This design comes from an exercise in tuning for small area and a short achievable clock period on the open sky130 flow, not from production work. In this exercise RTL edits were held to simulation tests only and were not proved equivalent to the original. Power and IR drop assume default switching activity.

==> juniper: inputs <==
==> flow/design.v (excerpt) <==
module fp_mul_pipe (
  input  logic        clk,
  input  logic        rst_n,
  input  logic        in_valid,
  input  logic [3:0]  r_mode,
  input  logic [31:0] fp_X,
  input  logic [31:0] fp_Y,
  output logic        out_valid,
  output logic [31:0] fp_Z,
  output logic        ovrf,
  output logic        udrf
);
  localparam logic [1:0] RT_RNE = 2'd0;   
  localparam logic [1:0] RT_TRN = 2'd1;   
  localparam logic [1:0] RT_UPX = 2'd2;   
  localparam logic [1:0] RT_RMM = 2'd3;   
  localparam logic [1:0] CL_NUM = 2'd0;
  localparam logic [1:0] CL_ZER = 2'd1;
  localparam logic [1:0] CL_INF = 2'd2;
  localparam logic [1:0] CL_NAN = 2'd3;
  localparam int LAT = 3;
  logic [LAT:0] vld_q;
  logic        s0_d;
  logic [1:0]  cl0_d, rt0_d;
  logic [9:0]  e0_d;
  logic        xz, yz, xe, ye, xfz, yfz;
  always_comb begin
    xz  = (fp_X[30:23] == 8'h00);
    yz  = (fp_Y[30:23] == 8'h00);
    xe  = (fp_X[30:23] == 8'hFF);
    ye  = (fp_Y[30:23] == 8'hFF);
    xfz = (fp_X[22:0] == 23'd0);
    yfz = (fp_Y[22:0] == 23'd0);
    s0_d = fp_X[31] ^ fp_Y[31];
    if ((xe && !xfz) || (ye && !yfz) || (xe && yz) || (ye && xz)) cl0_d = CL_NAN;
    else if (xe || ye)                                           cl0_d = CL_INF;
    else if (xz || yz)                                           cl0_d = CL_ZER;
    else                                                         cl0_d = CL_NUM;
    e0_d = {2'b00, fp_X[30:23]} + {2'b00, fp_Y[30:23]} - 10'd127;
    case (r_mode)
      4'd1:    rt0_d = RT_TRN;
      4'd2:    rt0_d = s0_d ? RT_UPX : RT_TRN;
      4'd3:    rt0_d = s0_d ? RT_TRN : RT_UPX;
      4'd4:    rt0_d = RT_RMM;
      default: rt0_d = RT_RNE;
    endcase
  end
  logic        s0_q;
  logic [1:0]  cl0_q, rt0_q;
  logic [9:0]  e0_q;
  logic [22:0] fx0_q, fy0_q;
  logic [11:0] b_one, b_two, b_neg;
  always_comb begin
    for (int i = 0; i < 12; i++) begin
      logic y2, y1, y0;
      y2 = (2*i+1 == 23) ? 1'b1 : fy0_q[2*i+1];
      y1 = fy0_q[2*i];
      y0 = (i == 0) ? 1'b0 : fy0_q[2*i-1];
      b_one[i] = y1 ^ y0;
      b_two[i] = (y2 & ~y1 & ~y0) | (~y2 & y1 & y0);
      b_neg[i] = y2;
    end
  end
  wire pp0_0 = ((b_one[0] & fx0_q[0])) ^ b_neg[0];
  ...
clock: 8.5 ns
lec_check: 0
abc_area: 1
cap_margin: 20
core_margin: 2
core_utilization: 40
setup_slack_margin: 4.5
slew_margin: 20
run.sh (not shown) runs the stock make flow with config.mk's settings and CLKGATE_MAP_FILE= SYNTH_SCRIPT=/design/flow/synth_recipe.tcl, a recipe that flattens the netlist after the stock synthesis.
==> willow (differences from juniper) <==
--- a/flow/design.v
+++ b/flow/design.v
@@ -14,15 +14,15 @@
   localparam logic [1:0] RT_TRN = 2'd1;   
   localparam logic [1:0] RT_UPX = 2'd2;   
   localparam logic [1:0] RT_RMM = 2'd3;   
   localparam logic [1:0] CL_NUM = 2'd0;
   localparam logic [1:0] CL_ZER = 2'd1;
   localparam logic [1:0] CL_INF = 2'd2;
   localparam logic [1:0] CL_NAN = 2'd3;
-  localparam int LAT = 3;
+  localparam int LAT = 2;
   logic [LAT:0] vld_q;
   logic        s0_d;
   logic [1:0]  cl0_d, rt0_d;
   logic [9:0]  e0_d;
   logic        xz, yz, xe, ye, xfz, yfz;
   always_comb begin
     xz  = (fp_X[30:23] == 8'h00);
@@ -1069,24 +1069,20 @@
   assign csb1_q[46] = csb1_r[45];
   assign csb1_q[47] = csb1_r[46];
   logic        s1_q, st0_q, st1_q;
   logic [1:0]  cl1_q, rt1_q;
   logic [9:0]  e1_q;
   logic [47:0] prod;
   assign prod = csa1_q + csb1_q;
-  logic        s2_q, st0_2_q, st1_2_q;
-  logic [1:0]  cl2_q, rt2_q;
-  logic [9:0]  e2_q;
-  logic [25:0] p2_q;
   logic        sR, st0R, st1R;
   logic [1:0]  clR, rtR;
   logic [9:0]  eR;
   logic [25:0] pR;
-  assign sR = s2_q; assign st0R = st0_2_q; assign st1R = st1_2_q;
-  assign clR = cl2_q; assign rtR = rt2_q; assign eR = e2_q; assign pR = p2_q;
+  assign sR = s1_q; assign st0R = st0_q; assign st1R = st1_q;
+  assign clR = cl1_q; assign rtR = rt1_q; assign eR = e1_q; assign pR = prod[47:22];
   logic        h, g, st, inc;
   logic [23:0] mant;
   logic [24:0] mant_r;
   logic [9:0]  ef;
   logic        ovf, udf;
   logic [31:0] z_d;
   logic        ovrf_d, udrf_d;
@@ -1230,21 +1226,14 @@
     csb1_r[40] <= fs583;
     csb1_r[41] <= fc584;
     csb1_r[42] <= fs587;
     csb1_r[43] <= fs589;
     csb1_r[44] <= fc590;
     csb1_r[45] <= fs593;
     csb1_r[46] <= fc594;
-    s2_q    <= s1_q;
-    cl2_q   <= cl1_q;
-    rt2_q   <= rt1_q;
-    e2_q    <= e1_q;
-    st0_2_q <= st0_q;
-    st1_2_q <= st1_q;
-    p2_q    <= prod[47:22];
     z_q    <= z_d;
     ovrf_q <= ovrf_d;
     udrf_q <= udrf_d;
   end
   assign out_valid = vld_q[LAT];
   assign fp_Z      = z_q;
   assign ovrf      = ovrf_q;
==> flow/config.mk (replaced) <==
export PLATFORM = sky130hd
export DESIGN_NAME = fp_mul_pipe
export DESIGN_NICKNAME = fp_mul_pipe
export VERILOG_FILES = /design/flow/design.v
export SDC_FILE = /design/flow/constraint.sdc
export NUM_CORES = 4
export LEC_CHECK = 0
export CAP_MARGIN = 20
export CORE_MARGIN = 2
export CORE_UTILIZATION = 40
export SLEW_MARGIN = 20
==> raven (differences from juniper) <==
==> flow/config.mk (replaced) <==
export PLATFORM = sky130hd
export DESIGN_NAME = fp_mul_pipe
export DESIGN_NICKNAME = fp_mul_pipe
export VERILOG_FILES = /design/flow/design.v
export SDC_FILE = /design/flow/constraint.sdc
export NUM_CORES = 4
export LEC_CHECK = 0
export CAP_MARGIN = 20
export CORE_MARGIN = 2
export CORE_UTILIZATION = 40
export SLEW_MARGIN = 20
==> comparison <==
In willow the register-to-register slack is worse than in raven, by 2.2 ns. In juniper the die area is smaller than in raven, by about 14%. Between willow and juniper, the lower sequential share of layout area is in willow (gap 3.6 points). Final cell count, highest first: willow, raven, juniper. The highest utilization belongs to juniper, the lowest to willow. Critical path depth: willow > juniper > raven. Between willow and raven, the lower maximum frequency is in willow (gap about 28%, measured against raven). The highest design area belongs to raven, the lowest to juniper. In willow the global-route usage is higher than in raven, by 1.6 points. Against raven, the clock power of willow is smaller by 18%. In willow the synthesized cell count is higher than in juniper, by about 30%.

==> inputs of trial 63 <==
fp_mul_pipe, a different RTL version from the one above (not shown whole).
export LEC_CHECK = 0
export CAP_MARGIN = 20
export CORE_MARGIN = 2
export CORE_UTILIZATION = 40
export CTS_BUF_LIST = sky130_fd_sc_hd__clkbuf_8
export CTS_CLUSTER_SIZE = 30
export SETUP_SLACK_MARGIN = 5.0
export SLEW_MARGIN = 20
create_clock -name core_clock -period 8.5 [get_ports {clk}]
standard.sh (not shown) runs the stock make flow with config.mk's settings and CLKGATE_MAP_FILE= SYNTH_SCRIPT=/design/flow/synth_recipe.tcl, a recipe that flattens the netlist after the stock synthesis.
==> flow/flow/run.sh <==
#!/bin/bash
set -euo pipefail
MARGIN=5.8
sed -E "s/SETUP_SLACK_MARGIN=[-0-9.]+/SETUP_SLACK_MARGIN=${MARGIN}/" standard.sh > standard_margin.sh
grep -q "SETUP_SLACK_MARGIN=${MARGIN}" standard_margin.sh
bash standard_margin.sh > standard.log 2>&1
==> inputs of build 94, as changes to trial 63 <==
==> flow/run.sh (new file) <==
#!/bin/bash
# synth_recipe.tcl (not shown) runs the flow's synth.tcl, then flattens the netlist and writes it again
# the make line also repeats each setting of config.mk as NAME=value (left out here)
make -C /OpenROAD-flow-scripts/flow DESIGN_CONFIG=/design/flow/config.mk WORK_HOME=/design/flow/orfs CLKGATE_MAP_FILE= SYNTH_SCRIPT=/design/flow/synth_recipe.tcl finish
removed: flow/flow/run.sh
removed: flow/standard.sh
==> inputs of trial 40, as changes to trial 63 <==
==> flow/run.sh (new file) <==
#!/bin/bash
# synth_recipe.tcl (not shown) runs the flow's synth.tcl, then flattens the netlist and writes it again
# the make line also repeats each setting of config.mk as NAME=value (left out here)
make -C /OpenROAD-flow-scripts/flow DESIGN_CONFIG=/design/flow/config.mk WORK_HOME=/design/flow/orfs CLKGATE_MAP_FILE= SYNTH_SCRIPT=/design/flow/synth_recipe.tcl finish
- CORE_UTILIZATION: 40 -> 60
- CTS_BUF_LIST: sky130_fd_sc_hd__clkbuf_8 -> default
- CTS_CLUSTER_SIZE: 30 -> default
removed: flow/flow/run.sh
removed: flow/standard.sh
==> impl_metrics.tcl <==
set metrics [dict create \
    status "no timing/DRC/antenna violations" \
    p_leak_nw 11.47 \
    final_core_util_pct 54.61 \
    gr-usage-met2_pct 40.59 \
    whs_ns 0.3259 \
    hold_end "e2_q[6]" \
    finClkSkew_ns 0.03752 \
    crit_end "csb1_r[12]" \
    cp_top_family "adder cells" \
]
That was trial 63.
==> impl_metrics.tcl <==
set metrics [dict create \
    status "no timing/DRC/antenna violations" \
    finClkSkew_ns 0.02943 \
    gr-usage-met2_pct 39.29 \
    final_core_util_pct 49.21 \
    hold_end "e2_q[8]" \
    cp_top_family "simple AND/OR/NAND/NOR gates" \
]
That was build 94.
==> impl_metrics.tcl <==
set metrics [dict create \
    finClkSkew_ns 0.04500 \
    cp_top_family "adder cells" \
    worst-path-stages 9 \
    gr-usage-met2_pct 55.79 \
    p_leak_nw 10.48 \
    p_clk_w 0.00125 \
    hold_end "e2_q[5]" \
    cts_tree "built" \
    final_core_util_pct 74.74 \
    cts.sinks 243 \
    clock_latency_ns 0.61 \
    status "no timing/DRC/antenna violations" \
]
That was trial 40.

separate check: timing with driven ports:
In the flow no input, the clock included, has a driving cell. The finished layouts below were timed again as built, in two steps.
Step 1 (the two cells are an assumption about what drives the block):
set clk [get_ports {clk}]
set_driving_cell -lib_cell sky130_fd_sc_hd__clkbuf_16 $clk
set_driving_cell -lib_cell sky130_fd_sc_hd__buf_2 [delete_from_list [all_inputs] $clk]
Step 2 adds t to the input delays and takes it off the output delays; t is the mean of the earliest and latest rising clock arrival at the registers after step 1. Input paths then give back, and output paths get back, about the clock's delay inside the block.
a / b / c = no drivers / after step 1 / after step 2; a / b = the first two.
run | shift t [ns] | setup WS [ns] | hold slack, ns | worst slew at a driven data input, ns | cell pins on the clock port's net
juniper | 0.643 | 4.210 / 4.210 / 4.210 | 0.319 / 0.319 / 0.319 | 0.04 | 1
willow | 0.643 | 0.706 / 0.706 / 0.706 | 0.325 / 0.325 / 0.325 | 0.04 | 1
raven | 0.652 | 2.871 / 2.871 / 2.871 | 0.325 / 0.325 / 0.325 | 0.07 | 1
trial 63 | 0.677 | 4.913 / 4.913 / 4.913 | 0.326 / 0.326 / 0.326 | 0.04 | 1
build 94 | 0.660 | 4.960 / 4.960 / 4.960 | 0.316 / 0.316 / 0.316 | 0.06 | 1
trial 40 | 0.641 | 4.856 / 4.856 / 4.856 | 0.325 / 0.325 / 0.325 | 0.05 | 1
After both steps every run listed still meets setup and hold.
